Background: an optimization exercise with open tools, aiming at small area. Do not read the settings as production practice.
Where RTL was checked, it was by simulation tests only, not by an equivalence proof against the original.
For runs 4 to 7, only the layout was checked, not whether the RTL still works.
Power is estimated from default activity; no workload was simulated.

[flow/run.sh]
#!/bin/bash
# synth_recipe.tcl (not shown) runs the flow's synth.tcl, then flattens the netlist and writes it again
# the make line also repeats each setting of config.mk as NAME=value (left out here)
make -C /OpenROAD-flow-scripts/flow DESIGN_CONFIG=/design/flow/config.mk WORK_HOME=/design/flow/orfs CLKGATE_MAP_FILE= SYNTH_SCRIPT=/design/flow/synth_recipe.tcl finish
[flow/config.mk]
export PLATFORM = sky130hd
export DESIGN_NAME = led_matrix_scanner
export DESIGN_NICKNAME = led_matrix_scanner
export VERILOG_FILES = /design/flow/design.v
export SDC_FILE = /design/flow/constraint.sdc
export NUM_CORES = 4
export LEC_CHECK = 0
export CAP_MARGIN = 20
export CORE_MARGIN = 2
export CORE_UTILIZATION = 40
export SLEW_MARGIN = 20
[flow/constraint.sdc]
create_clock -name core_clock -period 6.0 [get_ports {clk}]
set_input_delay 1.2000 -clock core_clock [delete_from_list [all_inputs] [get_ports {clk}]]
set_output_delay 1.2000 -clock core_clock [all_outputs]
set_load 0.01 [all_outputs]
[flow/design.v]
package led_scan_pkg;
    localparam int N_ROWS = 16;
    localparam int N_COLS = 16;
    typedef logic [N_ROWS-1:0][N_COLS-1:0] pixel_frame_t;
    typedef enum logic {
        S_BLANK = 1'b0,
        S_DRIVE = 1'b1
    } scan_state_e;
    function automatic int unsigned max_u(input int unsigned a, input int unsigned b);
        max_u = (a > b) ? a : b;
    endfunction
endpackage
import led_scan_pkg::*;
module led_frame_buffer
(
    input  logic              clk,
    input  logic              RST,
    input  logic [led_scan_pkg::N_ROWS-1:0][led_scan_pkg::N_COLS-1:0] red_i,
    input  logic [led_scan_pkg::N_ROWS-1:0][led_scan_pkg::N_COLS-1:0] grn_i,
    input  logic              valid_i,
    output logic              ready_o,
    input  logic              swap_i,
    input  logic [3:0]        row_idx_i,
    output logic [led_scan_pkg::N_COLS-1:0] red_row_o,
    output logic [led_scan_pkg::N_COLS-1:0] grn_row_o
);
    logic [led_scan_pkg::N_ROWS-1:0][led_scan_pkg::N_COLS-1:0] staging_red_q;
    logic [led_scan_pkg::N_ROWS-1:0][led_scan_pkg::N_COLS-1:0] staging_grn_q;
    logic [led_scan_pkg::N_ROWS-1:0][led_scan_pkg::N_COLS-1:0] shadow_red_q;
    logic [led_scan_pkg::N_ROWS-1:0][led_scan_pkg::N_COLS-1:0] shadow_grn_q;
    logic         pending_q;
    always_ff @(posedge clk) begin
        if (RST) begin
            staging_red_q <= '0;
            staging_grn_q <= '0;
            shadow_red_q  <= '0;
            shadow_grn_q  <= '0;
            pending_q     <= 1'b0;
        end else if (valid_i && !pending_q) begin
            staging_red_q <= red_i;
            staging_grn_q <= grn_i;
            pending_q     <= 1'b1;
        end else if (swap_i && pending_q) begin
            shadow_red_q  <= staging_red_q;
            shadow_grn_q  <= staging_grn_q;
            pending_q     <= 1'b0;
        end
    end
    assign ready_o   = !pending_q;
    assign red_row_o = shadow_red_q[row_idx_i];
    assign grn_row_o = shadow_grn_q[row_idx_i];
endmodule
import led_scan_pkg::*;
module led_matrix_scanner
#(
    parameter int unsigned DWELL_CYCLES = 2048,
    parameter int unsigned BLANK_CYCLES = 16
) (
    input  logic                 clk,
    input  logic                 RST,
    input  logic                 enable,
    input  logic [led_scan_pkg::N_ROWS*led_scan_pkg::N_COLS-1:0] RedPixels,
    input  logic [led_scan_pkg::N_ROWS*led_scan_pkg::N_COLS-1:0] GrnPixels,
    input  logic                 frame_valid,
    output logic                 frame_ready,
    output logic [led_scan_pkg::N_ROWS-1:0] row_sel,
    output logic [3:0]           row_idx,
    output logic [led_scan_pkg::N_COLS-1:0] red_col,
    output logic [led_scan_pkg::N_COLS-1:0] grn_col,
    output logic                 frame_start
);
    localparam int unsigned CNT_W = $clog2(((DWELL_CYCLES > BLANK_CYCLES) ? DWELL_CYCLES : BLANK_CYCLES) + 1);
    localparam logic [CNT_W-1:0] BLANK_LAST = CNT_W'(BLANK_CYCLES - 1);
    localparam logic [CNT_W-1:0] DWELL_LAST = CNT_W'(DWELL_CYCLES - 1);
    led_scan_pkg::scan_state_e state_q;
    logic [CNT_W-1:0]   cnt_q;
    logic [CNT_W-1:0]   cnt_d;
    logic [3:0]         row_q;
    logic [3:0]         row_d;
    logic               blank_done;
    logic               dwell_done;
    logic               swap;
    logic [N_COLS-1:0]  red_row;
    logic [N_COLS-1:0]  grn_row;
    always_comb begin
        cnt_d      = cnt_q + CNT_W'(1);
        row_d      = row_q + 4'd1;
        blank_done = (state_q == S_BLANK) && (cnt_q == BLANK_LAST);
        dwell_done = (state_q == S_DRIVE) && (cnt_q == DWELL_LAST);
        swap       = enable && dwell_done && (row_q == 4'd15);
    end
    always_ff @(posedge clk) begin
        if (RST) begin
            state_q <= S_BLANK;
            cnt_q   <= '0;
            row_q   <= '0;
        end else if (!enable) begin
            state_q <= S_BLANK;
            cnt_q   <= '0;
        end else begin
            unique case (state_q)
                S_BLANK: begin
                    if (blank_done) begin
                        state_q <= S_DRIVE;
                        cnt_q   <= '0;
                    end else begin
                        cnt_q   <= cnt_d;
                    end
                end
                S_DRIVE: begin
                    if (dwell_done) begin
                        state_q <= S_BLANK;
                        cnt_q   <= '0;
                        row_q   <= row_d;
                    end else begin
                        cnt_q   <= cnt_d;
                    end
                end
                default: begin
                    state_q <= S_BLANK;
                    cnt_q   <= '0;
                end
            endcase
        end
    end
    led_frame_buffer u_frame_buffer (
        .clk       (clk),
        .RST       (RST),
        .red_i     (RedPixels),
        .grn_i     (GrnPixels),
        .valid_i   (frame_valid),
        .ready_o   (frame_ready),
        .swap_i    (swap),
        .row_idx_i (row_q),
        .red_row_o (red_row),
        .grn_row_o (grn_row)
    );
    always_comb begin
        row_sel     = '0;
        red_col     = '0;
        grn_col     = '0;
        frame_start = 1'b0;
        if (state_q == S_DRIVE) begin
            row_sel     = N_ROWS'(1) << row_q;
            red_col     = red_row;
            grn_col     = grn_row;
            frame_start = (cnt_q == '0) && (row_q == 4'd0);
        end
    end
    assign row_idx = row_q;
endmodule
==> results of run 1 <==
-- report_power, final --
group / leakage (nW) / switching (mW) / internal [mW]
logic: 6.43 / 0.501 / 0.447
clock network: 1.79 / 2.86 / 4.10
registers: 8.47 / 0.116 / 7.11
-- through the flow --
step	util	hold WS (ns)	setup slack, ns	area [um^2]
5_1_grt	0.4973	0.4631	0.9321	51320
2_1_floorplan	-	0.4366	2.819	41480
3_5_place_dp	0.4617	0.4467	1.875	47650
6_report	0.4974	0.4544	1.123	51330
3_3_place_gp	0.4616	0.4424	1.903	47640
4_1_cts	0.4971	0.4542	1.117	51300
-- worst register-to-register path, stage by stage (launching register included) --
cell and delay, ns:
dfxtp_4 0.61, buf_4 0.70, ha_1 0.40, nand2_1 0.13, or4_4 0.86, buf_12 0.36
o21ai_0 0.58, a21oi_1 0.09
-- final cells by class --
| class | instances | area (um^2) |
|---|---|---|
| antenna | 7 | 17.52 |
| clock buffer | 163 | 3287 |
| clock inverter | 27 | 361.6 |
| fill | 9974 | 51870 |
| inverter | 8 | 30.03 |
| multi-input combinational | 3493 | 18630 |
| sequential | 1042 | 20870 |
| tap | 1380 | 1727 |
| timing repair buffer | 622 | 6406 |
-- how the worst max path moves through the flow --
stage,slack [ns],start,depth (start not counted),to
after global placement,1.90,row_q[0]$_SDFFE_PP0P_,5,grn_col[14]
final,1.12,row_q[1]$_SDFFE_PP0P_,5,grn_col[14]
after global routing,0.93,row_q[0]$_SDFFE_PP0P_,5,grn_col[14]
after floorplan,2.82,row_q[1]$_SDFFE_PP0P_,7,frame_start
after CTS,1.12,row_q[2]$_SDFFE_PP0P_,6,red_col[0]
after detailed placement,1.87,row_q[2]$_SDFFE_PP0P_,6,red_col[0]
-- layer usage --
| metal | vias up | track usage | wire, um |
|---|---|---|---|
| met5 | - | 0 | 79 |
| met4 | 12 | 0.07704 | 4043 |
| met3 | 201 | 0.06229 | 12320 |
| met2 | 1370 | 0.3893 | 64210 |
| met1 | 18620 | 0.4057 | 70690 |
| li1 | 18000 | - | - |
-- sequential cells by signal (all words and copies together) (netlist names) --
name,flops
u_frame_buffer.shadow_grn_q,256
u_frame_buffer.shadow_red_q,256
u_frame_buffer.staging_grn_q,256
u_frame_buffer.staging_red_q,256
cnt_q,12
row_q,4
state_q,1
u_frame_buffer.pending_q,1
-- cell usage after synthesis --
master | count | area, um^2
buf_1 | 48 | 180.2
mux2i_1 | 66 | 660.6
nor2_1 | 20 | 75.07
nor3b_1 | 2 | 15.01
nor4_2 | 1 | 12.51
clkbuf_1 | 380 | 1426
mux4_2 | 96 | 2162
buf_2 | 79 | 395.4
nand4b_1 | 1 | 8.760
nor3_1 | 2 | 10.01
or3_1 | 1 | 6.260
or4_1 | 1 | 7.510
o21ai_0 | 512 | 2562
and2_1 | 4 | 25.02
xor2_1 | 5 | 43.79
inv_1 | 8 | 30.03
mux2_2 | 1 | 11.26
nor2b_1 | 5 | 31.28
and4_1 | 2 | 17.52
nand3_1 | 549 | 2748
a21oi_1 | 1024 | 5125
dfxtp_1 | 1042 | 20860
and3_1 | 16 | 100.1
nand4_1 | 3 | 18.77
a21boi_0 | 1 | 7.510
a22oi_1 | 64 | 480.5
xnor2_1 | 6 | 52.55
buf_4 | 4 | 30.03
o211ai_1 | 33 | 247.7
ha_1 | 8 | 100.1
nand2_1 | 1066 | 4001
nor4_1 | 4 | 25.02
-- kinds of logic after synthesis --
group,Yosys count,share of synthesized area
and+or+nand+nor,1677,0.1712
xor gates and xnor gates,11,0.002323
muxes,163,0.06833
buffers and inverters,519,0.04971
DFF,1042,0.5029
adders and majority gates,8,0.002413
AOI/OAI and AO/OA,1634,0.2031
==> impl_results.md, run 1 <==
- Reg2Reg Capture Point: u_frame_buffer.shadow_red_q[110]$_SDFFE_PP0P_
- Flops & latches, synth: 1042
- Library cells used by synthesis: 32
- Cts bufs inserted: 110
- CTS max path bufs: 3
- Area Growth Syn to Fin: 23.75%
- Gpl congestion: 0.9084
- Routed len/inst: 22.45 um
- First-pass DRT Iterations: 6
- Mapped cell area: 41480 um^2
- Fin cells: 6742
- PortBufs: between 500 and 600
- Syn_nets: 5578
- Cell count after placement: about 6.5k
- Hold Crit Class: reg -> reg
- I/O Pins: 570
- Commonest cells after routing, fill and taps aside: 1065 x nand2_1, 1040 x dfxtp_1, 1024 x a21oi_1
- Starting density of the core: 0.4019
- CP endpoint kind: primary output
- Final wirelength: roughly 150000 um
- Fmax: 205.0 MHz
- Crit-path slowest cell: buf_4
- Post-DRT Antenna Nets: 0
- Crit path max-delay family: buffers and inverters
- R2R Setup Slk: roughly 2.1 ns
- Crit path required time: 4.80 ns
- Grt total ovfl: 0
- MaxCap Viol Count: 0
- Power, Total: about 15 mW
- Root buf cell: clkbuf_16
- Worst-skew pair later-pin latency: ~0.7 ns
- Routed via count: 38.20k
- Global-route wire length before repair: between 200000 and 250000 um
- Cts-stage hold buffer count: 0
- Hold_sp: u_frame_buffer.staging_grn_q[100]$_SDFFE_PP0P_
- Buf/Inv on CP: 2
- Data arrival, critical path: between 3 and 4 ns
- Mean post-synth cell area: just over 8 um^2
- Die H: 326.0 um
- VDD IR max: between 0.2 and 0.3 mV
- Initial DRC Count: 4433
- LEAKAGE: 16.69 nW
- Tmin final: 4.877 ns
- Synth Instances: around 5.1k
- Core Region: between 100000 and 150000 um^2
- Register area share after synthesis: 0.5029
- Slew Limit Fails: 0
- Pwr dens: approximately 300 nW/um^2
- Tcrit/Tclk final: 0.8128
- Tightest Pin Transition: about 1.3 ns
- TritonCTS clock tree: done
- Final nets: 5801
- Crit path kind: reg -> out
- H-tree depth reported by CTS: 3
- Post-CTS setup buffer count: 0
- FF-to-FF Start: row_q[1]$_SDFFE_PP0P_
- Largest net degree at the start of global routing: roughly 260
- Final Hold Fails: 0
- Outcome: finished clean
- Initial antenna violation count: 17
- Via density per instance: about 5.7
- Setup Skew: approximately 0.022 ns
- Worst-path clk slew: about 0.070 ns
- Setup TNS: 0 ns
- Layout cells sized above 1: 0.06162
- Die W: 326.0 um
- CP max FO: 50
- Number of placement rows: 118
- WHS Path Cells: 2
- Worst path max stage delay: slightly below 0.7 ns
- Vias in the first global route: approximately 36k
- YS warnings: 2
- Setup violators final: 0
- FF-to-FF path depth: 7
- Critical-path cell list: buf_4 -> mux4_2 -> a22oi_1 -> o211ai_1 -> clkdlybuf4s50_1
- Hold EP: u_frame_buffer.staging_grn_q[100]$_SDFFE_PP0P_
- Die area: 106300 um^2
- RSZ-0062 raised after global routing: no
- Max transition margin: 0.1501
- Post-DP HPWL: 99540 um
- Commonest non-fill, non-tap cell in the layout: nand2_1
- Clock net sink count: around 1.0k
- GRT Overall Usage: 0.2721
- DR DRC count: 0
- CP startpoint kind: flop
- Post-CTS Resized: 0
==> run 2, diff against run 1 <==
--- a/flow/design.v
+++ b/flow/design.v
@@ -21,6 +21,7 @@
     output logic              ready_o,
     input  logic              swap_i,
     input  logic [3:0]        row_idx_i,
+    output logic              shown_o,
     output logic [led_scan_pkg::N_COLS-1:0] red_row_o,
     output logic [led_scan_pkg::N_COLS-1:0] grn_row_o
 );
@@ -28,27 +29,53 @@
     logic [led_scan_pkg::N_ROWS-1:0][led_scan_pkg::N_COLS-1:0] staging_grn_q;
     logic [led_scan_pkg::N_ROWS-1:0][led_scan_pkg::N_COLS-1:0] shadow_red_q;
     logic [led_scan_pkg::N_ROWS-1:0][led_scan_pkg::N_COLS-1:0] shadow_grn_q;
+    logic [led_scan_pkg::N_COLS-1:0] row_red_q;
+    logic [led_scan_pkg::N_COLS-1:0] row_grn_q;
+    logic [3:0]   tap_q;
     logic         pending_q;
+    logic         shown_q;
+    logic         load;
+    assign load = swap_i && pending_q;
+    always_ff @(posedge clk) begin
+        if (!RST && valid_i && !pending_q) begin
+            staging_red_q <= red_i;
+            staging_grn_q <= grn_i;
+        end
+    end
     always_ff @(posedge clk) begin
         if (RST) begin
-            staging_red_q <= '0;
-            staging_grn_q <= '0;
-            shadow_red_q  <= '0;
-            shadow_grn_q  <= '0;
-            pending_q     <= 1'b0;
+            pending_q <= 1'b0;
+            shown_q   <= 1'b0;
         end else if (valid_i && !pending_q) begin
-            staging_red_q <= red_i;
-            staging_grn_q <= grn_i;
-            pending_q     <= 1'b1;
-        end else if (swap_i && pending_q) begin
-            shadow_red_q  <= staging_red_q;
-            shadow_grn_q  <= staging_grn_q;
-            pending_q     <= 1'b0;
+            pending_q <= 1'b1;
+        end else if (load) begin
+            pending_q <= 1'b0;
+            shown_q   <= 1'b1;
+        end
+    end
+    always_ff @(posedge clk) begin
+        if (load) begin
+            shadow_red_q <= staging_red_q;
+            shadow_grn_q <= staging_grn_q;
+        end else begin
+            shadow_red_q <= {shadow_red_q[0], shadow_red_q[led_scan_pkg::N_ROWS-1:1]};
+            shadow_grn_q <= {shadow_grn_q[0], shadow_grn_q[led_scan_pkg::N_ROWS-1:1]};
+        end
+    end
+    always_ff @(posedge clk) begin
+        if (RST || load) tap_q <= 4'd0;
+        else             tap_q <= tap_q + 4'd1;
+    end
+    always_ff @(posedge clk) begin
+        if (tap_q == row_idx_i) begin
+            row_red_q <= shadow_red_q[0];
+            row_grn_q <= shadow_grn_q[0];
         end
     end
     assign ready_o   = !pending_q;
-    assign red_row_o = shadow_red_q[row_idx_i];
-    assign grn_row_o = shadow_grn_q[row_idx_i];
+    assign shown_o   = shown_q;
+    assign red_row_o = row_red_q;
+    assign grn_row_o = row_grn_q;
 endmodule
 import led_scan_pkg::*;
 module led_matrix_scanner
@@ -82,6 +109,7 @@
     logic               swap;
     logic [N_COLS-1:0]  red_row;
     logic [N_COLS-1:0]  grn_row;
+    logic               shown;
     always_comb begin
         cnt_d      = cnt_q + CNT_W'(1);
         row_d      = row_q + 4'd1;
@@ -132,6 +160,7 @@
         .ready_o   (frame_ready),
         .swap_i    (swap),
         .row_idx_i (row_q),
+        .shown_o   (shown),
         .red_row_o (red_row),
         .grn_row_o (grn_row)
     );
@@ -142,8 +171,8 @@
         frame_start = 1'b0;
         if (state_q == S_DRIVE) begin
             row_sel     = N_ROWS'(1) << row_q;
-            red_col     = red_row;
-            grn_col     = grn_row;
+            red_col     = shown ? red_row : '0;
+            grn_col     = shown ? grn_row : '0;
             frame_start = (cnt_q == '0) && (row_q == 4'd0);
         end
     end
==> impl_results.md, run 2 <==
- GRT Overall Usage: 0.1800 (-0.09210)
- Clock net sink count: 1079 (+3.6%)
- Synth Flop Type: edfxtp_1
- Syn_nets: 2334 (-58%)
- Cts bufs inserted: 110 (unchanged)
- Die H: 305.6 um (-6.3%)
- Tightest Pin Transition: 1.014 ns (-0.2611 ns)
- EDFF count, synth: 544 (+544)
- Largest family of logic cells by synthesized area: multiplexers
- DR DRC count: 0 (unchanged)
- Max transition margin: 0.3242 (+0.1741)
- Global-route wire length before repair: 121000 um (-46%)
- Routed via count: 16.89k (-56%)
- Worst-skew pair later-pin latency: 0.68 ns (-0.02 ns)
- FF-to-FF path depth: 7 (unchanged)
- Fillers: 7227 (-28%)
- Hold Crit Class: reg -> reg
- Setup crit end: frame_start
- Data arrival, critical path: 3.34 ns (-0.34 ns)
- Worst path max stage delay: 0.67 ns (-0.02 ns)
- Critical-path cell list: buf_4 -> nor3b_1 -> and2_1 -> nand3_1 -> nor4b_1 -> clkdlybuf4s50_1
- Gpl congestion: 0.7998 (-12%)
- TritonCTS clock tree: done
- Reg2Reg Capture Point: u_frame_buffer.shadow_red_q[130]$_DFF_P_
- Final wirelength: 85240 um (-44%)
- Final nets: 2977 (-49%)
- Die area: 93380 um^2 (-12%)
- Ys async rst share: 0 (unchanged)
- Die W: 305.6 um (-6.3%)
- Largest net degree at the start of global routing: 103 (-60%)
- Layout cells sized above 1: 0.2864 (+0.2248)
- Final instance area: 47020 um^2 (-8.4%)
- Leading area contributor after synthesis: edfxtp_1
- Mean post-synth cell area: 20.11 um^2 (+150%)
- RSZ-0062 raised after global routing: no
- Core Region: 90010 um^2 (-13%)
- Post-DRT Antenna Nets: 0 (unchanged)
- Setup violators final: 0 (unchanged)
- VDD IR max: 0.2361 mV (-16%)
- Adder-Cell Fraction of Synth Area: 0.003095 (+0.0006820)
- H-tree depth reported by CTS: 3 (unchanged)
- Compound-Gate Fraction of Synth Area: 0.0006878 (-0.2024)
- Root buf cell: clkbuf_16
- YS warnings: 2 (unchanged)
- Routed len/inst: 22.74 um (+1.3%)
- Area Growth Syn to Fin: 29.25%
- Starting density of the core: 0.4042 (+0.002278)
- Fmax: 220.4 MHz (+7.5%)
- Register area share after synthesis: 0.7434 (+0.2405)
- Slew Limit Fails: 0 (unchanged)
- Crit path required time: 4.80 ns (about the same)
- CP startpoint kind: flop
- Worst-path clk slew: 0.06 ns (about the same)
- Flops & latches, synth: 1079 (+3.6%)
- Initial antenna violation count: 47 (+30)
- CP startpoint: state_q$_SDFF_PP0_
- Crit-path slowest cell: dfxtp_1
- Cts-stage hold buffer count: 0 (unchanged)
- Post-synthesis mux area share: 0.2074 (+0.1391)
- Yosys top cell area share: 0.4490 (-0.05391)
- I/O Pins: 570 (unchanged)
- Pwr dens: 328.9 nW/um^2 (+12%)
- Mapped cell area: 36380 um^2 (-12%)
- Area post-placement: 43150 um^2 (-9.4%)
- Post-CTS setup buffer count: 0 (unchanged)
- Synth cell count leaders: 544 x edfxtp_1, 535 x dfxtp_1, 469 x mux2_4
- Most frequent cell after synthesis: edfxtp_1
- Commonest non-fill, non-tap cell in the layout: clkdlybuf4s50_1
- Place WS: 1.748 ns (-0.1270 ns)
- Tcrit/Tclk final: 0.7561 (-0.05674)
- FF-to-FF Start: cnt_q[0]$_SDFF_PP0_
- Tmin final: 4.537 ns (-0.3404 ns)
- CTS max path bufs: 3 (unchanged)
- R2R Setup Slk: 2.55 ns (+0.43 ns)
- Post-DP HPWL: 61790 um (-38%)
- Via density per instance: 4.505 (-20%)
- Library cells used by synthesis: 36 (+13%)
- CP max FO: 30 (-40%)
- Commonest cells after routing, fill and taps aside: 569 x clkdlybuf4s50_1, 544 x edfxtp_1, 535 x dfxtp_1
- Crit path kind: reg -> out
- Synth Instances: 1809 (-64%)
- MaxCap Viol Count: 0 (unchanged)
- CP endpoint kind: primary output
- Vias in the first global route: 17.98k (-49%)
- LEAKAGE: 18.95 nW (+14%)
- Setup Skew: 0.03686 ns (+0.01503 ns)
- Outcome: finished clean
- Post-Synth XOR/XNOR Area: 0.004093 (+0.001770)
- Grt total ovfl: 0 (unchanged)
- Largest cells by area after synthesis: edfxtp_1 45%, dfxtp_1 29%, mux2_4 19%
- Synth Area in Simple Gates: 0.01768 (-0.1535)
- Post-CTS Resized: 0 (unchanged)
- PortBufs: 569 (unchanged)
- Final Hold Fails: 0 (unchanged)
- Worst setup margin: 1.463 ns (+0.3404 ns)
- Initial DRC Count: 1016 (-77%)
- First-pass DRT Iterations: 4 (-2)
- Number of placement rows: 110 (-6.8%)
==> run 2: kinds of logic (layout without fill, tap and decap cells) <==
group,after synthesis,after routing
buffers and inverters,76,816
other,0,24
adders and majority gates,9,9
AOI/OAI and AO/OA,4,4
DFF,1079,1079
xor gates and xnor gates,17,17
and+or+nand+nor,110,110
muxes,514,514
==> run 2: worst max-delay path: cells and delay by family, from the launching register on <==
kind          cells  cell delay [ns]
buf+inv           2             1.04
flops             1             0.67
simple gates      4             0.94
==> run 2: report_power, final <==
group          total (mW)  internal [mW]  switching [mW]
Clock                7.02           4.19            2.83
Combinational       0.471          0.312           0.159
Sequential           7.97           7.93          0.0442
Total                15.5           12.4            3.04
==> run 2: how the worst min path moves through the flow <==
stage | cells past startpoint | start | slack, ns | to
2_1_floorplan | 0 | u_frame_buffer.shadow_grn_q[15]$_DFF_P_ | 0.40 | u_frame_buffer.row_grn_q[15]$_DFFE_PN_
3_3_place_gp | 0 | u_frame_buffer.shadow_grn_q[3]$_DFF_P_ | 0.42 | u_frame_buffer.row_grn_q[3]$_DFFE_PN_
3_5_place_dp | 0 | u_frame_buffer.shadow_grn_q[4]$_DFF_P_ | 0.42 | u_frame_buffer.row_grn_q[4]$_DFFE_PN_
4_1_cts | 1 | u_frame_buffer.shadow_grn_q[28]$_DFF_P_ | 0.41 | u_frame_buffer.shadow_grn_q[12]$_DFF_P_
5_1_grt | 0 | u_frame_buffer.shadow_grn_q[4]$_DFF_P_ | 0.44 | u_frame_buffer.row_grn_q[4]$_DFFE_PN_
6_report | 1 | u_frame_buffer.shadow_grn_q[28]$_DFF_P_ | 0.42 | u_frame_buffer.shadow_grn_q[12]$_DFF_P_
==> run 2: area by class of cell <==
cell class                      instances  area [um^2]  area share
Sequential cell                      1079        27050      0.5752
Multi-Input combinational cell        654         8507      0.1809
Timing Repair Buffer                  599         6096      0.1296
Clock buffer                          159         3241     0.06892
Tap cell                             1176         1471     0.03129
Clock inverter                         50        571.8     0.01216
Antenna cell                           24        60.06    0.001277
Inverter                                8        30.03   0.0006386
==> run 2: per-stage QoR <==
| stage | std cells | utilization | hold slack [ns] | power, mW | setup TNS, ns |
|---|---|---|---|---|---|
| after floorplan | 1809 | - | 0.4027 | 8.252 | -4418.99 |
| after global placement | 3516 | 0.4794 | 0.4182 | 8.597 | 0 |
| after detailed placement | 3516 | 0.4794 | 0.4195 | 8.609 | 0 |
| after CTS | 3725 | 0.5217 | 0.4143 | 15.65 | 0 |
| after global routing | 3735 | 0.5220 | 0.4372 | 15.99 | 0 |
| final | 3749 | 0.5224 | 0.4232 | 15.47 | 0 |
==> run 2: per-layer routing <==
| metal | global-route usage | wire length (um) |
|---|---|---|
| met1 | 0.2079 | 33660 |
| met2 | 0.3131 | 43530 |
| met3 | 0.05602 | 5359 |
| met4 | 0.06599 | 2441 |
| met5 | 0 | 252 |
==> run 3, diff against run 2 <==
==> flow/flow/run.sh (new file) <==
#!/bin/bash
# Own layout flow: the standard synthesis, then an area re-map of the combinational logic
# (registers untouched), then the standard layout with port buffers of the smallest buffer.
set -euo pipefail
W=$PWD
F=$W/flow
R=$W/orfs/results/$FLOW_PLATFORM/led_matrix_scanner/base
LIB=$FLOW_HOME/platforms/$FLOW_PLATFORM/lib/sky130_fd_sc_hd__tt_025C_1v80.lib
YOSYS=$FLOW_HOME/../tools/install/yosys/bin/yosys

bash standard.sh synth > $W/log_synth.txt 2>&1

cp $R/1_2_yosys.v $W/std_1_2_yosys.v
DU=""
for c in $(sed -n '/DONT_USE_CELLS/,/^$/p' $FLOW_HOME/platforms/$FLOW_PLATFORM/config.mk | tr -d '\\' | grep -o 'sky130_fd_sc_hd__[A-Za-z0-9_]*'); do
  DU="$DU -dont_use $c"
done
sed -e "s#@LIB@#$LIB#g" -e "s#@IN@#$W/std_1_2_yosys.v#" -e "s#@OUT@#$W/remap.v#" \
    -e "s#@TOP@#$FLOW_TOP#g" -e "s#@DONTUSE@#$DU#" -e "s#@SCRIPT@#$F/abc_area.script#" \
    $F/remap.ys > $W/remap.ys
$YOSYS -s $W/remap.ys > $W/log_remap.txt 2>&1
cp $W/remap.v $R/1_2_yosys.v
rm -f $R/1_synth.odb $R/1_synth.sdc

bash standard.sh "BUFFER_PORTS_ARGS=-buffer_cell sky130_fd_sc_hd__buf_1" finish > $W/log_layout.txt 2>&1
==> flow/flow/abc_area.script (new file) <==
strash
dch
amap
topo
==> flow/flow/remap.ys (new file) <==
# Re-map the combinational logic of the standard synthesis netlist for area. The registers
# (and tie cells) stay the very same instances; only the logic between them is re-mapped.
read_liberty -ignore_miss_func @LIB@
read_verilog @IN@
hierarchy -top @TOP@
setattr -mod -set keep_hierarchy 1 sky130_fd_sc_hd__df* sky130_fd_sc_hd__edf* sky130_fd_sc_hd__sdf* sky130_fd_sc_hd__dl* sky130_fd_sc_hd__conb_1
flatten -wb
opt_clean -purge
delete t:$scopeinfo
stat
abc -liberty @LIB@ @DONTUSE@ -script @SCRIPT@
opt_clean -purge
stat -liberty @LIB@
select @TOP@
write_verilog -selected -noattr -noexpr -nohex -nodec @OUT@
==> flow/standard.sh (new file) <==
#!/bin/bash
# synth_recipe.tcl (not shown) runs the flow's synth.tcl, then flattens the netlist and writes it again
# the make line also repeats each setting of config.mk as NAME=value (left out here)
make -C /OpenROAD-flow-scripts/flow DESIGN_CONFIG=/design/flow/config.mk WORK_HOME=/design/flow/orfs CLKGATE_MAP_FILE= SYNTH_SCRIPT=/design/flow/synth_recipe.tcl "${@:-finish}"
removed: flow/run.sh
==> impl_results.md, run 3 <==
- Worst-path clk slew: 0.06 ns (about the same)
- Starting density of the core: 0.4024 (-0.001803)
- Final Util: 0.4962 (-0.02623)
- Cts bufs inserted: 105 (-4.5%)
- Hold Crit Class: reg -> reg
- MaxCap Viol Count: 0 (unchanged)
- Routed via count: 17.83k (+5.6%)
- H-tree depth reported by CTS: 3 (unchanged)
- Clock net sink count: 1079 (unchanged)
- Pwr dens: 375.1 nW/um^2 (+14%)
- Synth Instances: 1746 (-3.5%)
- RSZ-0062 raised after global routing: no
- Layout cells sized above 1: 0.07937 (-0.2070)
- VDD IR max: 0.2550 mV (+8.0%)
- Final nets: 2969 (-0.27%)
- Area Growth Syn to Fin: 23.31%
- I/O Pins: 570 (unchanged)
- Tcrit/Tclk final: 0.7139 (-0.04216)
- Mean post-synth cell area: 18.50 um^2 (-8.0%)
- LEAKAGE: 13.95 nW (-26%)
- Final instance area: 39840 um^2 (-15%)
- Vias in the first global route: 18.36k (+2.1%)
- Gpl congestion: 0.8126 (+1.6%)
- Initial antenna violation count: 11 (-77%)
- Cts-stage hold buffer count: 0 (unchanged)
- First-pass DRT Iterations: 5 (+1)
- Die area: 83050 um^2 (-11%)
- Setup TNS: 0 ns (unchanged)
- Setup violators final: 0 (unchanged)
- Tightest Pin Transition: 1.148 ns (+0.1348 ns)
- CP max FO: 102 (+240%)
- Final Hold Fails: 0 (unchanged)
- Outcome: finished clean
- Root buf cell: clkbuf_16
- Gr busiest metal: met2
- Commonest cells after routing, fill and taps aside: 569 x buf_1, 544 x edfxtp_1, 535 x dfxtp_1
- Area post-placement: 36220 um^2 (-16%)
- Routed len/inst: 20.01 um (-12%)
- Number of placement rows: 104 (-5.5%)
- GRT Overall Usage: 0.1687 (-0.01123)
- Largest net degree at the start of global routing: 220 (+110%)
- Die W: 288.2 um (-5.7%)
- TritonCTS clock tree: done
- Setup Skew: 0.02651 ns (-0.01036 ns)
- Via density per instance: 4.939 (+9.6%)
- Worst-skew pair later-pin latency: 0.66 ns (-0.02 ns)
- Post-CTS Resized: 0 (unchanged)
- Initial DRC Count: 1095 (+7.8%)
- Data arrival, critical path: 4.86 ns (+1.52 ns)
- Mapped cell area: 32310 um^2 (-11%)
- Core Region: 80290 um^2 (-11%)
- Fin cells: 3611 (-3.7%)
- Power, Total: 14.94 mW (-3.4%)
- Commonest non-fill, non-tap cell in the layout: buf_1
- Syn_nets: 2262 (-3.1%)
- Die H: 288.2 um (-5.7%)
- CP startpoint kind: flop
- DR DRC count: 0 (unchanged)
- Max transition margin: 0.2343 (-0.08983)
- Cell count after placement: 3406 (-3.1%)
- Fmax: 233.5 MHz (+5.9%)
- Fillers: 6736 (-6.8%)
- CTS max path bufs: 3 (unchanged)
- Met1 Resource Use GR: 0.2074 (-0.0005464)
- Global-route wire length before repair: 107300 um (-11%)
- Met2 Usage GRT: 0.2921 (-0.02104)
- CP endpoint kind: flop
- Crit path required time: 6.57 ns (+1.77 ns)
- Tmin final: 4.284 ns (-0.2530 ns)
- Crit path kind: reg -> reg
- YS warnings: 2 (unchanged)
- PortBufs: 569 (unchanged)
- Post-DRT Antenna Nets: 0 (unchanged)
- Slew Limit Fails: 0 (unchanged)
- Grt total ovfl: 0 (unchanged)
- M3 GR Usage: 0.03870 (-0.01731)
- Post-DP HPWL: 46990 um (-24%)
- Final wirelength: 72260 um (-15%)
- Post-CTS setup buffer count: 0 (unchanged)
==> run 3: area by class of cell <==
class	count	area (um^2)	area share
Timing Repair Buffer	600	2494	0.06260
Antenna cell	6	15.01	0.0003769
Sequential cell	1079	27050	0.6789
Multi-Input combinational cell	649	5249	0.1318
Inverter	18	102.6	0.002575
Clock buffer	152	3018	0.07576
Clock inverter	47	586.8	0.01473
Tap cell	1060	1326	0.03329
==> run 3: report_power, final <==
group          internal [mW]  total (mW)  switching, mW
clock network           3.95        6.72           2.76
logic                 0.0960       0.258          0.162
registers               7.93        7.97         0.0431
==> run 3: final timing paths <==
kind / slack [ns] / endpoint / from / cells past startpoint
setup / recovery: 1.72 / u_frame_buffer.shadow_red_q[129]$_DFF_P_ / cnt_q[0]$_SDFF_PP0_ / 14
hold reg to reg: 0.43 / u_frame_buffer.row_red_q[9]$_DFFE_PN_ / u_frame_buffer.shadow_red_q[9]$_DFF_P_ / 0
hold / removal: 0.43 / u_frame_buffer.row_red_q[9]$_DFFE_PN_ / u_frame_buffer.shadow_red_q[9]$_DFF_P_ / 0
setup reg to reg: 1.72 / u_frame_buffer.shadow_red_q[129]$_DFF_P_ / cnt_q[0]$_SDFF_PP0_ / 14
==> run 3: critical path, stage by stage, from the launching register on <==
cell,delay [ns]
dfxtp_1,0.35
and3_1,0.20
nand2_1,0.11
nor2b_1,0.20
and3_1,0.23
nand2_1,0.09
clkinv_1,0.10
nand4_1,0.21
nor4_4,0.35
clkinv_2,0.15
nor3_4,0.31
nand2_8,0.43
inv_8,0.71
buf_4,0.45
a22o_1,0.19
==> run 3: metrics by stage <==
step / worst slack (ns) / hold WS [ns]
CTS: 1.638 / 0.4287
finish: 1.716 / 0.4297
floorplan: -6.238 / 0.4086
global placement: 1.538 / 0.4122
detailed placement: 1.499 / 0.4218
global route: 1.283 / 0.4405
==> run 3: metal layers <==
metal | part of all wire | vias up
met5 | 0.0011 | -
met4 | 0.027 | 12
met3 | 0.054 | 133
met2 | 0.51 | 466
met1 | 0.40 | 8816
li1 | - | 8406
==> run 4, diff against run 3 <==
--- a/flow/design.v
+++ b/flow/design.v
@@ -31,22 +31,19 @@
     logic [led_scan_pkg::N_ROWS-1:0][led_scan_pkg::N_COLS-1:0] shadow_grn_q;
     logic [led_scan_pkg::N_COLS-1:0] row_red_q;
     logic [led_scan_pkg::N_COLS-1:0] row_grn_q;
-    logic [3:0]   tap_q;
+    logic [3:0]   staging_tap_q;
+    logic [3:0]   shadow_tap_q;
     logic         pending_q;
     logic         shown_q;
+    logic         capture;
     logic         load;
-    assign load = swap_i && pending_q;
-    always_ff @(posedge clk) begin
-        if (!RST && valid_i && !pending_q) begin
-            staging_red_q <= red_i;
-            staging_grn_q <= grn_i;
-        end
-    end
+    assign capture = !RST && valid_i && !pending_q;
+    assign load    = swap_i && pending_q;
     always_ff @(posedge clk) begin
         if (RST) begin
             pending_q <= 1'b0;
             shown_q   <= 1'b0;
-        end else if (valid_i && !pending_q) begin
+        end else if (capture) begin
             pending_q <= 1'b1;
         end else if (load) begin
             pending_q <= 1'b0;
@@ -54,22 +51,33 @@
         end
     end
     always_ff @(posedge clk) begin
-        if (load) begin
-            shadow_red_q <= staging_red_q;
-            shadow_grn_q <= staging_grn_q;
+        if (capture) begin
+            staging_red_q <= ~red_i;
+            staging_grn_q <= ~grn_i;
         end else begin
-            shadow_red_q <= {shadow_red_q[0], shadow_red_q[led_scan_pkg::N_ROWS-1:1]};
-            shadow_grn_q <= {shadow_grn_q[0], shadow_grn_q[led_scan_pkg::N_ROWS-1:1]};
+            staging_red_q <= ~{staging_red_q[0], staging_red_q[led_scan_pkg::N_ROWS-1:1]};
+            staging_grn_q <= ~{staging_grn_q[0], staging_grn_q[led_scan_pkg::N_ROWS-1:1]};
         end
     end
     always_ff @(posedge clk) begin
-        if (RST || load) tap_q <= 4'd0;
-        else             tap_q <= tap_q + 4'd1;
+        if (load) begin
+            shadow_red_q <= ~staging_red_q;
+            shadow_grn_q <= ~staging_grn_q;
+        end else begin
+            shadow_red_q <= ~{shadow_red_q[0], shadow_red_q[led_scan_pkg::N_ROWS-1:1]};
+            shadow_grn_q <= ~{shadow_grn_q[0], shadow_grn_q[led_scan_pkg::N_ROWS-1:1]};
+        end
     end
     always_ff @(posedge clk) begin
-        if (tap_q == row_idx_i) begin
-            row_red_q <= shadow_red_q[0];
-            row_grn_q <= shadow_grn_q[0];
+        if (capture) staging_tap_q <= 4'd0;
+        else         staging_tap_q <= staging_tap_q + 4'd1;
+        if (load)    shadow_tap_q  <= staging_tap_q;
+        else         shadow_tap_q  <= shadow_tap_q + 4'd1;
+    end
+    always_ff @(posedge clk) begin
+        if (shadow_tap_q == row_idx_i) begin
+            row_red_q <= shadow_red_q[0] ^ {led_scan_pkg::N_COLS{row_idx_i[0]}};
+            row_grn_q <= shadow_grn_q[0] ^ {led_scan_pkg::N_COLS{row_idx_i[0]}};
         end
     end
     assign ready_o   = !pending_q;
==> impl_results.md, run 4 <==
- Post-DRT Antenna Nets: 0 (unchanged)
- Tightest Pin Transition: 1.182 ns (+0.03355 ns)
- Slew Limit Fails: 0 (unchanged)
- Gpl congestion: 0.8085 (-0.50%)
- Worst-skew pair later-pin latency: 0.65 ns (about the same)
- DR DRC count: 0 (unchanged)
- Final instance area: 36850 um^2 (-7.5%)
- Routed via count: 22.69k (+27%)
- Max transition margin: 0.2120 (-0.02236)
- Mapped cell area: 29510 um^2 (-8.7%)
- Pwr dens: 425.8 nW/um^2 (+14%)
- Post-CTS Resized: 0 (unchanged)
- Post-CTS setup buffer count: 0 (unchanged)
- Worst-path clk slew: 0.06 ns (about the same)
- Crit path kind: reg -> reg
- PortBufs: 569 (unchanged)
- Fmax: 252.1 MHz (+8.0%)
- Syn_nets: 2853 (+26%)
- Commonest cells after routing, fill and taps aside: 1050 x dfxtp_1, 1032 x o22ai_1, 569 x buf_1
- Multi-input gate area: 7483 um^2 (+43%)
- Power, Total: 15.69 mW (+5.0%)
- FF-to-FF Start: row_q[0]$_SDFFE_PP0P_
- LEAKAGE: 13.43 nW (-3.8%)
- Net Sw Power: 3.450 mW (+16%)
- CP startpoint kind: flop
- Commonest non-fill, non-tap cell in the layout: dfxtp_1
- YS warnings: 2 (unchanged)
- Die area: 75960 um^2 (-8.5%)
- Setup Skew: 0.02884 ns (+0.002335 ns)
- Setup TNS: 0 ns (unchanged)
- Setup violators final: 0 (unchanged)
- Layout cells sized above 1: 0.06344 (-0.01593)
- TritonCTS clock tree: done
- Crit path required time: 6.47 ns (-0.10 ns)
- R2R Setup Slk: 2.03 ns (+0.32 ns)
- Clock power share: 0.424 (-0.025)
- Sw Ratio: 0.2198 (+0.02117)
- I/O Pins: 570 (unchanged)
- H-tree depth reported by CTS: 3 (unchanged)
- Cts bufs inserted: 104 (-0.95%)
- Root buf cell: clkbuf_16
- Final nets: 3550 (+20%)
- CTS max path bufs: 3 (unchanged)
- Fillers: 6504 (-3.4%)
- Register Area: 22000 um^2 (-19%)
- Final Util: 0.5051 (+0.008937)
- Area Growth Syn to Fin: 24.89%
- Tcrit/Tclk final: 0.6611 (-0.05287)
- CP max FO: 152 (+49%)
- GRT Overall Usage: 0.1997 (+0.03101)
- Reg2Reg Capture Point: u_frame_buffer.shadow_red_q[203]$_DFF_P_
- RSZ-0062 raised after global routing: no
- Area post-placement: 33200 um^2 (-8.3%)
- Pint: 12.24 mW (+2.2%)
- Die H: 275.6 um (-4.4%)
- MaxCap Viol Count: 0 (unchanged)
- WHS Path Cells: 1 (+1)
- Via density per instance: 5.534 (+12%)
- Hold EP: u_frame_buffer.shadow_red_q[166]$_DFF_P_
- Number of placement rows: 99 (-4.8%)
- CP endpoint kind: flop
- Post-DP HPWL: 50020 um (+6.4%)
- Final wirelength: 80260 um (+11%)
- First-pass DRT Iterations: 7 (+2)
- Mean post-synth cell area: 12.63 um^2 (-32%)
- Global-route wire length before repair: 121400 um (+13%)
- Cts-stage hold buffer count: 0 (unchanged)
- Final Hold Fails: 0 (unchanged)
- Outcome: finished clean
- Clock net sink count: 1083 (+0.37%)
- Routed len/inst: 19.57 um (-2.2%)
- VDD IR max: 0.2811 mV (+10%)
- Core Region: 72960 um^2 (-9.1%)
- FF-to-FF path depth: 5 (-9)
- Data arrival, critical path: 4.44 ns (-0.42 ns)
- Grt total ovfl: 0 (unchanged)
- Logic pwr share: 0.050 (+0.033)
- Hold Crit Class: reg -> reg
- Initial antenna violation count: 40 (+29)
- Vias in the first global route: 22.44k (+22%)
- Sequential share of power: 0.525 (-0.008)
- Starting density of the core: 0.4044 (+0.002054)
- Tmin final: 3.966 ns (-0.3172 ns)
- Largest net degree at the start of global routing: 205 (-6.8%)
- Hold_sp: u_frame_buffer.shadow_red_q[182]$_DFF_P_
- Initial DRC Count: 1452 (+33%)
- Die W: 275.6 um (-4.4%)
- Synth Instances: 2337 (+34%)
## run 4: how the worst max path moves through the flow
stage	start	to	slack (ns)	depth (start not counted)
2_1_floorplan	enable	u_frame_buffer.shadow_tap_q[2]$_DFF_P_	-23.15	5
3_3_place_gp	RST	u_frame_buffer.staging_red_q[240]$_DFF_P_	2.29	6
3_5_place_dp	row_q[0]$_SDFFE_PP0P_	u_frame_buffer.shadow_red_q[143]$_DFF_P_	2.19	6
4_1_cts	row_q[0]$_SDFFE_PP0P_	row_sel[10]	2.15	4
5_1_grt	row_q[0]$_SDFFE_PP0P_	u_frame_buffer.shadow_red_q[203]$_DFF_P_	1.87	5
6_report	row_q[0]$_SDFFE_PP0P_	u_frame_buffer.shadow_red_q[203]$_DFF_P_	2.03	5
## run 4: power groups by stage
stage / logic, mW / registers [mW] / clock network (mW)
after global routing: 0.859 / 8.32 / 7.09
final: 0.787 / 8.25 / 6.66
after global placement: 0.752 / 8.38 / 0
after floorplan: 0.573 / 8.32 / 0
after detailed placement: 0.781 / 8.40 / 0
after CTS: 0.786 / 8.25 / 6.79
## run 4: routing by layer
layer / global-route usage / up-vias / wire length [um]
li1: - / 10840 / -
met1: 0.2404 / 10980 / 32630
met2: 0.3334 / 640 / 39310
met3: 0.05611 / 192 / 5518
met4: 0.08791 / 42 / 2538
met5: 0 / - / 254
## run 4: worst max-delay path, stage by stage (launching register included)
cell     delay [ns]
dfxtp_4        0.98
nand3_1        0.41
nor4_4         0.42
buf_12         0.48
buf_4          0.96
o22ai_1        0.17
## run 4: cell type report
class	count	area share
multi-input cells	1231	0.2031
clock inverters	30	0.01083
inverters	23	0.002750
clock buffers	163	0.08685
well taps	959	0.03256
repair buffers	591	0.06549
diodes	20	0.001358
flip-flops and latches	1083	0.5971
## run 4: through the flow
stage          std cells  setup WS, ns  hold slack (ns)
2_1_floorplan       2337        -23.15           0.3959
3_3_place_gp        3887         2.294           0.4092
3_5_place_dp        3887         2.191           0.4159
4_1_cts             4080         2.151           0.4035
5_1_grt             4098         1.871           0.4209
6_report            4100         2.034           0.4067
==> run 5, diff against run 4 <==
--- a/flow/config.mk
+++ b/flow/config.mk
@@ -8,4 +8,5 @@
 export CAP_MARGIN = 20
 export CORE_MARGIN = 2
 export CORE_UTILIZATION = 40
+export CTS_BUF_LIST = sky130_fd_sc_hd__clkbuf_4
 export SLEW_MARGIN = 20
==> impl_results.md, run 5 <==
- Net Sw Power: 3.532 mW (+2.4%)
- Power, Total: 15.18 mW (-3.3%)
- MaxCap Viol Count: 0 (unchanged)
- Crit path required time: 4.80 ns (-1.67 ns)
- Setup TNS: 0 ns (unchanged)
- Logic pwr share: 0.052 (+0.002)
- Crit path max-delay family: flip-flops
- YS warnings: 2 (unchanged)
- Worst path max stage delay: 0.96 ns (-0.02 ns)
- Mean post-synth cell area: 12.63 um^2 (unchanged)
- Commonest cells after routing, fill and taps aside: 1050 x dfxtp_1, 1032 x o22ai_1, 569 x buf_1
- Post-CTS Resized: 0 (unchanged)
- PortBufs: 569 (unchanged)
- Cell count after placement: 3887 (unchanged)
- CP startpoint kind: flop
- Hold Crit Class: in -> reg
- Routed len/inst: 18.81 um (-3.9%)
- Post-DP HPWL: 50020 um (unchanged)
- Place WS: 2.191 ns (unchanged)
- Vias in the first global route: 24.07k (+7.3%)
- Commonest non-fill, non-tap cell in the layout: dfxtp_1
- Crit path kind: reg -> out
- Core Region: 72960 um^2 (unchanged)
- Syn_nets: 2853 (unchanged)
- Layout cells sized above 1: 0.1363 (+0.07290)
- CP endpoint kind: primary output
- Gpl congestion: 0.8085 (unchanged)
- DR DRC count: 0 (unchanged)
- Outcome: finished clean
- Tightest Pin Transition: 1.271 ns (+0.08868 ns)
- Final nets: 3736 (+5.2%)
- CP max FO: 71 (-53%)
- Global-route wire length before repair: 124900 um (+2.9%)
- Slew Limit Fails: 0 (unchanged)
- Fmax: 242.7 MHz (-3.7%)
- RSZ-0062 raised after global routing: no
- GRT Overall Usage: 0.2065 (+0.006784)
- First-pass DRT Iterations: 5 (-2)
- Setup violators final: 0 (unchanged)
- Starting density of the core: 0.4044 (unchanged)
- Met2 routed WL: 40540 um (+3.1%)
- Final wirelength: 82300 um (+2.6%)
- Grt total ovfl: 0 (unchanged)
- Buf/Inv on CP: 2 (unchanged)
- Data arrival, critical path: 2.92 ns (-1.52 ns)
- VDD IR max: 0.2142 mV (-24%)
- TritonCTS clock tree: done
- Area post-placement: 33200 um^2 (unchanged)
- Top Metal Used: met5
- Worst-path clk slew: 0.07 ns (about the same)
- Die H: 275.6 um (unchanged)
- Sw Ratio: 0.2326 (+0.01280)
- I/O Pins: 570 (unchanged)
- Initial DRC Count: 1486 (+2.3%)
- Post-CTS setup buffer count: 0 (unchanged)
- Die area: 75960 um^2 (unchanged)
- Critical-path cell list: clkinv_1 -> nand2_1 -> nor3_1 -> buf_1
- Setup Skew: 0.1259 ns (+0.09709 ns)
- Post-DRT Antenna Nets: 0 (unchanged)
- Largest net degree at the start of global routing: 205 (unchanged)
- Final Util: 0.5029 (-0.002229)
- Final instance area: 36690 um^2 (-0.44%)
- Crit-path slowest cell: dfxtp_4
- CTS max path bufs: 4 (+1)
- Pint: 11.65 mW (-4.8%)
- Root buf cell: clkbuf_4
- Metal-1 WL: 32910 um (+0.86%)
- Tcrit/Tclk final: 0.6867 (+0.02565)
- H-tree depth reported by CTS: 5 (+2)
- Cts bufs inserted: 290 (+180%)
- Number of placement rows: 99 (unchanged)
- Mapped cell area: 29510 um^2 (unchanged)
- Fin cells: 4375 (+6.7%)
- Tmin final: 4.120 ns (+0.1539 ns)
- LEAKAGE: 13.73 nW (+2.3%)
- Final Hold Fails: 0 (unchanged)
- Sequential share of power: 0.543 (+0.018)
- Cts-stage hold buffer count: 0 (unchanged)
- Via density per instance: 5.446 (-1.6%)
- Worst-skew pair later-pin latency: 1.09 ns (+0.44 ns)
- Synth Instances: 2337 (unchanged)
- Worst setup margin: 1.880 ns (-0.1539 ns)
- Initial antenna violation count: 38 (-5.0%)
- Clock net sink count: 1083 (unchanged)
- Max transition margin: 0.1529 (-0.05912)
- Die W: 275.6 um (unchanged)
- Area Growth Syn to Fin: 24.34%
- Pwr dens: 413.8 nW/um^2 (-2.8%)
- Met3 wire len: 6353 um (+15%)
- Clock power share: 0.405 (-0.019)
- WHS: 0.2936 ns (-0.1131 ns)
- Routed via count: 23.83k (+5.0%)
[run 5: cell type report]
| class | count | area (um^2) |
|---|---|---|
| Clock inverter | 55 | 336.6 |
| Sequential cell | 1083 | 22000 |
| Antenna cell | 20 | 50.05 |
| Clock buffer | 413 | 3100 |
| Fill cell | 6703 | 36270 |
| Inverter | 23 | 101.3 |
| Multi-Input combinational cell | 1231 | 7483 |
| Timing Repair Buffer | 591 | 2414 |
| Tap cell | 959 | 1200 |
[run 5: power groups by stage]
| stage | Sequential, mW | Clock (mW) | Combinational [mW] |
|---|---|---|---|
| CTS | 8.24 | 6.35 | 0.787 |
| finish | 8.24 | 6.15 | 0.787 |
| global placement | 8.38 | 0 | 0.752 |
| global route | 8.32 | 6.76 | 0.858 |
| floorplan | 8.32 | 0 | 0.573 |
| detailed placement | 8.40 | 0 | 0.781 |
[run 5: worst paths after layout]
path	start	endpoint	slack (ns)	cells after the start
setup / recovery	row_q[0]$_SDFFE_PP0P_	row_sel[6]	1.88	4
hold / removal	GrnPixels[88]	u_frame_buffer.staging_grn_q[88]$_DFF_P_	0.29	2
setup reg to reg	cnt_q[1]$_SDFF_PP0_	u_frame_buffer.shadow_red_q[203]$_DFF_P_	2.05	9
hold reg to reg	u_frame_buffer.shadow_red_q[244]$_DFF_P_	u_frame_buffer.shadow_red_q[228]$_DFF_P_	0.33	1
[run 5: metal layers]
layer,up-vias,global-route usage
li1,11340,-
met1,11500,0.2362
met2,768,0.3373
met3,174,0.07969
met4,38,0.1030
met5,-,0
[run 5: worst register-to-register path: cells and delay by family (launching register included)]
kind / cells / cell delay, ns
AO/OA/AOI/OAI: 1 / 0.23
flip-flops: 1 / 0.35
AND/OR/NAND/NOR: 6 / 1.40
buffers and inverters: 2 / 1.74
==> run 6, diff against run 5 <==
--- a/flow/config.mk
+++ b/flow/config.mk
@@ -8,5 +8,7 @@
 export CAP_MARGIN = 20
 export CORE_MARGIN = 2
 export CORE_UTILIZATION = 40
-export CTS_BUF_LIST = sky130_fd_sc_hd__clkbuf_4
+export CTS_BUF_LIST = sky130_fd_sc_hd__clkbuf_8
+export CTS_CLUSTER_DIAMETER = 50
+export CTS_CLUSTER_SIZE = 16
 export SLEW_MARGIN = 20
==> impl_results.md, run 6 <==
- Register Area: 22000 um^2 (unchanged)
- Die W: 275.6 um (unchanged)
- Post-DRT Antenna Nets: 0 (unchanged)
- Syn_nets: 2853 (unchanged)
- Setup violators final: 0 (unchanged)
- Mean post-synth cell area: 12.63 um^2 (unchanged)
- Final nets: 3544 (-5.1%)
- Post-CTS Resized: 0 (unchanged)
- Post-DP HPWL: 50020 um (unchanged)
- GRT Overall Usage: 0.1975 (-0.008997)
- Mapped cell area: 29510 um^2 (unchanged)
- Pwr dens: 385.6 nW/um^2 (-6.8%)
- Crit path kind: reg -> reg
- Initial antenna violation count: 39 (+2.6%)
- Data arrival, critical path: 4.45 ns (+1.53 ns)
- Fmax: 255.4 MHz (+5.2%)
- PortBufs: 569 (unchanged)
- Clock net sink count: 1083 (unchanged)
- Hold EP: u_frame_buffer.shadow_red_q[192]$_DFF_P_
- Core Region: 72960 um^2 (unchanged)
- Tmin final: 3.915 ns (-0.2048 ns)
- First-pass DRT Iterations: 7 (+2)
- CP max FO: 152 (+110%)
- I/O Pins: 570 (unchanged)
- Routed via count: 22.46k (-5.7%)
- Worst path max stage delay: 0.98 ns (+0.02 ns)
- RSZ-0062 raised after global routing: no
- Routed len/inst: 19.48 um (+3.6%)
- Commonest non-fill, non-tap cell in the layout: dfxtp_1
- Starting density of the core: 0.4044 (unchanged)
- Die area: 75960 um^2 (unchanged)
- WHS: 0.3769 ns (+0.08328 ns)
- Layout cells sized above 1: 0.06097 (-0.07537)
- FF-to-FF Start: row_q[0]$_SDFFE_PP0P_
- Synth Instances: 2337 (unchanged)
- CP startpoint: row_q[0]$_SDFFE_PP0P_
- YS warnings: 2 (unchanged)
- Crit path required time: 6.53 ns (+1.73 ns)
- Initial DRC Count: 1359 (-8.5%)
- Number of placement rows: 99 (unchanged)
- Root buf cell: clkbuf_8
- Setup TNS: 0 ns (unchanged)
- Post-CTS setup buffer count: 0 (unchanged)
- Reg2Reg Capture Point: u_frame_buffer.shadow_red_q[203]$_DFF_P_
- H-tree depth reported by CTS: 3 (-2)
- Setup Skew: 0.05546 ns (-0.07048 ns)
- Largest net degree at the start of global routing: 205 (unchanged)
- Critical-path cell list: nand3_1 -> nor4_4 -> buf_12 -> buf_4 -> o22ai_1
- TritonCTS clock tree: done
- Die H: 275.6 um (unchanged)
- Commonest cells after routing, fill and taps aside: 1050 x dfxtp_1, 1032 x o22ai_1, 569 x buf_1
- Worst-skew pair later-pin latency: 0.72 ns (-0.37 ns)
- Fillers: 6711 (+0.12%)
- LEAKAGE: 12.78 nW (-6.9%)
- VDD IR max: 0.2945 mV (+37%)
- Vias in the first global route: 22.11k (-8.1%)
- Multi-input gate area: 7483 um^2 (unchanged)
- Grt total ovfl: 0 (unchanged)
- Via density per instance: 5.508 (+1.1%)
- Final wirelength: 79450 um (-3.5%)
- Worst setup margin: 2.085 ns (+0.2048 ns)
- Tcrit/Tclk final: 0.6526 (-0.03413)
- WHS Path Cells: 1 (-1)
- Gpl congestion: 0.8085 (unchanged)
- Global-route wire length before repair: 119900 um (-4.0%)
- DR DRC count: 0 (unchanged)
- MaxCap Viol Count: 0 (unchanged)
- R2R Setup Slk: 2.08 ns (+0.03 ns)
- Cts bufs inserted: 98 (-66%)
- CP startpoint kind: flop
- Final Hold Fails: 0 (unchanged)
- Max transition margin: 0.1321 (-0.02074)
- Slew Limit Fails: 0 (unchanged)
- Place WS: 2.191 ns (unchanged)
- Outcome: finished clean
- Cts-stage hold buffer count: 0 (unchanged)
- Area Growth Syn to Fin: 19.88%
- Crit-path slowest cell: dfxtp_4
- FF-to-FF path depth: 5 (-4)
- Worst-path clk slew: 0.10 ns (+0.03 ns)
- Hold Crit Class: reg -> reg
- Hold_sp: u_frame_buffer.shadow_red_q[208]$_DFF_P_
- Tightest Pin Transition: 1.302 ns (+0.03111 ns)
- CP endpoint kind: flop
- CTS max path bufs: 3 (-1)
-- run 6: cell count changes in the layout (fill, tap and decap cells not counted), moves of 4 or more --
cell / change
inv_6: +13
inv_2: -5
clkinv_8: +4
clkbuf_4: -413
clkinvlp_4: +8
bufinv_16: +5
inv_8: +5
clkbuf_8: +99
clkinv_2: +5
clkinv_1: -37
inv_1: +15
-- run 6: worst max-delay path by stage --
stage	end	slack [ns]	cells past startpoint
after floorplan	u_frame_buffer.shadow_tap_q[2]$_DFF_P_	-23.15	5
after global placement	u_frame_buffer.staging_red_q[240]$_DFF_P_	2.29	6
after detailed placement	u_frame_buffer.shadow_red_q[143]$_DFF_P_	2.19	6
after CTS	row_sel[10]	2.06	4
after global routing	u_frame_buffer.shadow_red_q[107]$_DFF_P_	1.89	5
final	u_frame_buffer.shadow_red_q[203]$_DFF_P_	2.08	5
-- run 6: critical path, delay by kind of cell (launching register included) --
| kind | cells | cell delay, ns |
|---|---|---|
| compound gates | 1 | 0.18 |
| buf+inv | 2 | 1.40 |
| flops | 1 | 0.98 |
| simple gates | 2 | 0.83 |
-- run 6: cell type report --
class	count	share of cell area
Clock buffer	99	0.03852
Multi-Input combinational cell	1231	0.2116
Sequential cell	1083	0.6221
Timing Repair Buffer	591	0.06823
Clock inverter	73	0.02147
Antenna cell	19	0.001344
Tap cell	959	0.03392
Inverter	23	0.002865
-- run 6: through the flow --
step	instance area, um^2	power (mW)	utilization	cells
after CTS	35320	13.77	0.4841	4059
final	35370	13.64	0.4848	4078
after floorplan	29550	8.890	-	2337
after detailed placement	33200	9.180	0.4550	3887
after global routing	35370	14.22	0.4848	4076
after global placement	33200	9.127	0.4550	3887
-- run 6: report_power, final --
group / total (mW) / leakage (nW) / internal (mW) / switching, mW
registers: 8.23 / 9.47 / 7.88 / 0.352
clock network: 4.62 / 1.12 / 2.04 / 2.58
logic: 0.785 / 2.20 / 0.450 / 0.335
total: 13.6 / 12.8 / 10.4 / 3.27
-- run 6: layer usage --
metal  vias up  routed length (um)  share of wire  track usage
li1      10790                   -              -            -
met2       598               38960           0.49       0.3283
met4        42                2161          0.027      0.07966
met3       162                5405          0.068      0.05620
met1     10870               32640           0.41       0.2413
met5         -                 277         0.0035            0
==> run 7, diff against run 6 <==
--- a/flow/config.mk
+++ b/flow/config.mk
@@ -8,7 +8,7 @@
 export CAP_MARGIN = 20
 export CORE_MARGIN = 2
 export CORE_UTILIZATION = 40
-export CTS_BUF_LIST = sky130_fd_sc_hd__clkbuf_8
-export CTS_CLUSTER_DIAMETER = 50
-export CTS_CLUSTER_SIZE = 16
+export CTS_BUF_LIST = sky130_fd_sc_hd__clkbuf_16
+export CTS_CLUSTER_DIAMETER = 60
+export CTS_CLUSTER_SIZE = 25
 export SLEW_MARGIN = 20
==> impl_results.md, run 7 <==
- Outcome: finished clean
- Slew Limit Fails: 0 (unchanged)
- Routed via count: 22.24k (-1.0%)
- Commonest non-fill, non-tap cell in the layout: dfxtp_1
- Setup TNS: 0 ns (unchanged)
- Pwr dens: 396.1 nW/um^2 (+2.7%)
- Net Sw Power: 3.324 mW (+1.7%)
- RSZ-0062 raised after global routing: no
- CP startpoint kind: flop
- Crit-path slowest cell: dfxtp_4
- MaxCap Viol Count: 0 (unchanged)
- Crit path required time: 6.52 ns (about the same)
- Synth Instances: 2337 (unchanged)
- Cts bufs inserted: 67 (-32%)
- Power, Total: 14.11 mW (+3.5%)
- Commonest cells after routing, fill and taps aside: 1050 x dfxtp_1, 1032 x o22ai_1, 569 x buf_1
- Max transition margin: 0.2522 (+0.1201)
- Crit path max-delay family: buffers and inverters
- Core Region: 72960 um^2 (unchanged)
- Post-DRT Antenna Nets: 0 (unchanged)
- Tmin final: 3.854 ns (-0.06177 ns)
- Sw Ratio: 0.2355 (-0.004154)
- Stages on the worst setup path: 6 (+1)
- Final Hold Fails: 0 (unchanged)
- Final nets: 3513 (-0.87%)
- Post-CTS Resized: 0 (unchanged)
- Place WS: 2.191 ns (unchanged)
- TritonCTS clock tree: done
- PortBufs: 569 (unchanged)
- DR DRC count: 0 (unchanged)
- Initial DRC Count: 1391 (+2.4%)
- FF-to-FF path depth: 6 (+1)
- Worst setup margin: 2.146 ns (+0.06177 ns)
- Die area: 75960 um^2 (unchanged)
- Data arrival, critical path: 4.38 ns (-0.07 ns)
- Mean post-synth cell area: 12.63 um^2 (unchanged)
- Global-route wire length before repair: 119100 um (-0.73%)
- WHS Path Cells: 1 (unchanged)
- Die W: 275.6 um (unchanged)
- Mapped cell area: 29510 um^2 (unchanged)
- VDD IR max: 0.2425 mV (-18%)
- CP endpoint kind: flop
- GRT Overall Usage: 0.1962 (-0.001330)
- LEAKAGE: 12.85 nW (+0.57%)
- Final Util: 0.4883 (+0.003465)
- Setup Skew: 0.03765 ns (-0.01780 ns)
- WHS: 0.3938 ns (+0.01691 ns)
- Die H: 275.6 um (unchanged)
- Cts-stage hold buffer count: 0 (unchanged)
- Post-DP HPWL: 50020 um (unchanged)
- Fmax: 259.5 MHz (+1.6%)
- Syn_nets: 2853 (unchanged)
- Area Growth Syn to Fin: 20.74%
- Pint: 10.79 mW (+4.0%)
- I/O Pins: 570 (unchanged)
- YS warnings: 2 (unchanged)
- Post-CTS setup buffer count: 0 (unchanged)
- Worst-path clk slew: 0.09 ns (about the same)
- Gpl congestion: 0.8085 (unchanged)
- Buf/Inv on CP: 3 (+1)
- Tcrit/Tclk final: 0.6423 (-0.01029)
- Critical-path cell list: nand3_1 -> nor4_4 -> buf_12 -> inv_8 -> buf_4 -> o22ai_1
- Layout cells sized above 1: 0.04659 (-0.01438)
- Vias in the first global route: 21.85k (-1.2%)
- Crit path kind: reg -> reg
- Clock power share: 0.361 (+0.022)
- Via density per instance: 5.524 (+0.28%)
- Clock net sink count: 1083 (unchanged)
- Largest net degree at the start of global routing: 205 (unchanged)
- Final wirelength: 79050 um (-0.50%)
- Starting density of the core: 0.4044 (unchanged)
- Worst path max stage delay: 0.98 ns (about the same)
- Logic pwr share: 0.056 (-0.002)
- CP max FO: 152 (unchanged)
- Setup violators final: 0 (unchanged)
- H-tree depth reported by CTS: 3 (unchanged)
- First-pass DRT Iterations: 5 (-2)
- Initial antenna violation count: 39 (unchanged)
- CTS max path bufs: 3 (unchanged)
- Routed len/inst: 19.63 um (+0.78%)
- Grt total ovfl: 0 (unchanged)
- Sequential share of power: 0.583 (-0.020)
- Number of placement rows: 99 (unchanged)
- Worst-skew pair later-pin latency: 0.63 ns (-0.09 ns)
- Root buf cell: clkbuf_16
- Hold Crit Class: reg -> reg
- Tightest Pin Transition: 1.122 ns (-0.1802 ns)
## run 7: cell type report
type	count	area (um^2)
Sequential cell	1083	22000
Antenna cell	19	47.55
Inverter	23	101.3
Multi-Input combinational cell	1231	7483
Clock buffer	70	1752
Clock inverter	50	623.1
Tap cell	959	1200
Fill cell	6652	37330
Timing Repair Buffer	591	2414
## run 7: layer usage
layer,global-route usage,routed length [um],vias up
li1,-,-,10730
met3,0.05368,5371,156
met1,0.2404,32430,10740
met2,0.3269,38860,571
met4,0.07923,2139,40
met5,0,253,-
## run 7: power groups by stage
stage	Combinational, mW	Clock (mW)	Sequential [mW]
final	0.784	5.10	8.23
after global placement	0.752	0	8.38
after floorplan	0.573	0	8.32
after global routing	0.858	5.50	8.32
after CTS	0.786	5.23	8.23
after detailed placement	0.781	0	8.40
## run 7: path summary, 6_finish.rpt
check / from / endpoint / slack, ns
worst max-delay path: row_q[0]$_SDFFE_PP0P_ / u_frame_buffer.shadow_grn_q[22]$_DFF_P_ / 2.15
worst min-delay path: u_frame_buffer.shadow_red_q[182]$_DFF_P_ / u_frame_buffer.shadow_red_q[166]$_DFF_P_ / 0.39
worst max register to register: row_q[0]$_SDFFE_PP0P_ / u_frame_buffer.shadow_grn_q[22]$_DFF_P_ / 2.15
worst min register to register: u_frame_buffer.shadow_red_q[182]$_DFF_P_ / u_frame_buffer.shadow_red_q[166]$_DFF_P_ / 0.39
## run 7: through the flow
step | cell area [um^2] | instances
6_report | 35630 | 4026
5_1_grt | 35620 | 4025
4_1_cts | 35570 | 4007
3_5_place_dp | 33200 | 3887
3_3_place_gp | 33200 | 3887
2_1_floorplan | 29550 | 2337

-- port drivers added, routing unchanged --
In the flow no input, the clock included, has a driving cell. The finished layouts below were timed again as built, in two steps. Step 1 sets driving cells, clkbuf_16 on the clock port and buf_2 on the other inputs (assumed; they add their load-dependent delay and slew). Step 2 adds t to the input delays and takes it off the output delays; t is the mean of the earliest and latest rising clock arrival at the registers after step 1. Input paths then give back, and output paths get back, about the clock's delay inside the block. Slacks: ideal / step 1 / step 2; pairs: ideal / step 1.
run	t, ns	slack for setup (ns)	hold slack, ns	worst setup path after step 2	worst register clock-pin slew, ns
run 1	0.764	1.123 / 1.054 / 1.818	0.454 / 0.454 / 0.454	register to output	0.07 / 0.07
run 2	0.728	1.463 / 1.393 / 1.763	0.423 / 0.423 / 0.423	input to register	0.06 / 0.06
run 3	0.704	1.716 / 1.716 / 1.510	0.430 / 0.430 / 0.430	input to register	0.07 / 0.07
run 4	0.704	2.034 / 2.034 / 2.034	0.407 / 0.407 / 0.407	register to register	0.06 / 0.06
run 5	1.085	1.880 / 1.817 / 2.052	0.294 / 0.262 / 0.334	register to register	0.08 / 0.08
run 6	0.750	2.085 / 2.085 / 2.085	0.377 / 0.377 / 0.377	register to register	0.10 / 0.10
run 7	0.669	2.146 / 2.146 / 2.146	0.394 / 0.394 / 0.394	register to register	0.10 / 0.10
After both steps setup and hold are still met in every run listed. The setup slack of run 3, which loses most, moves by 0.000 ns with the drivers and by -0.206 ns with both steps.
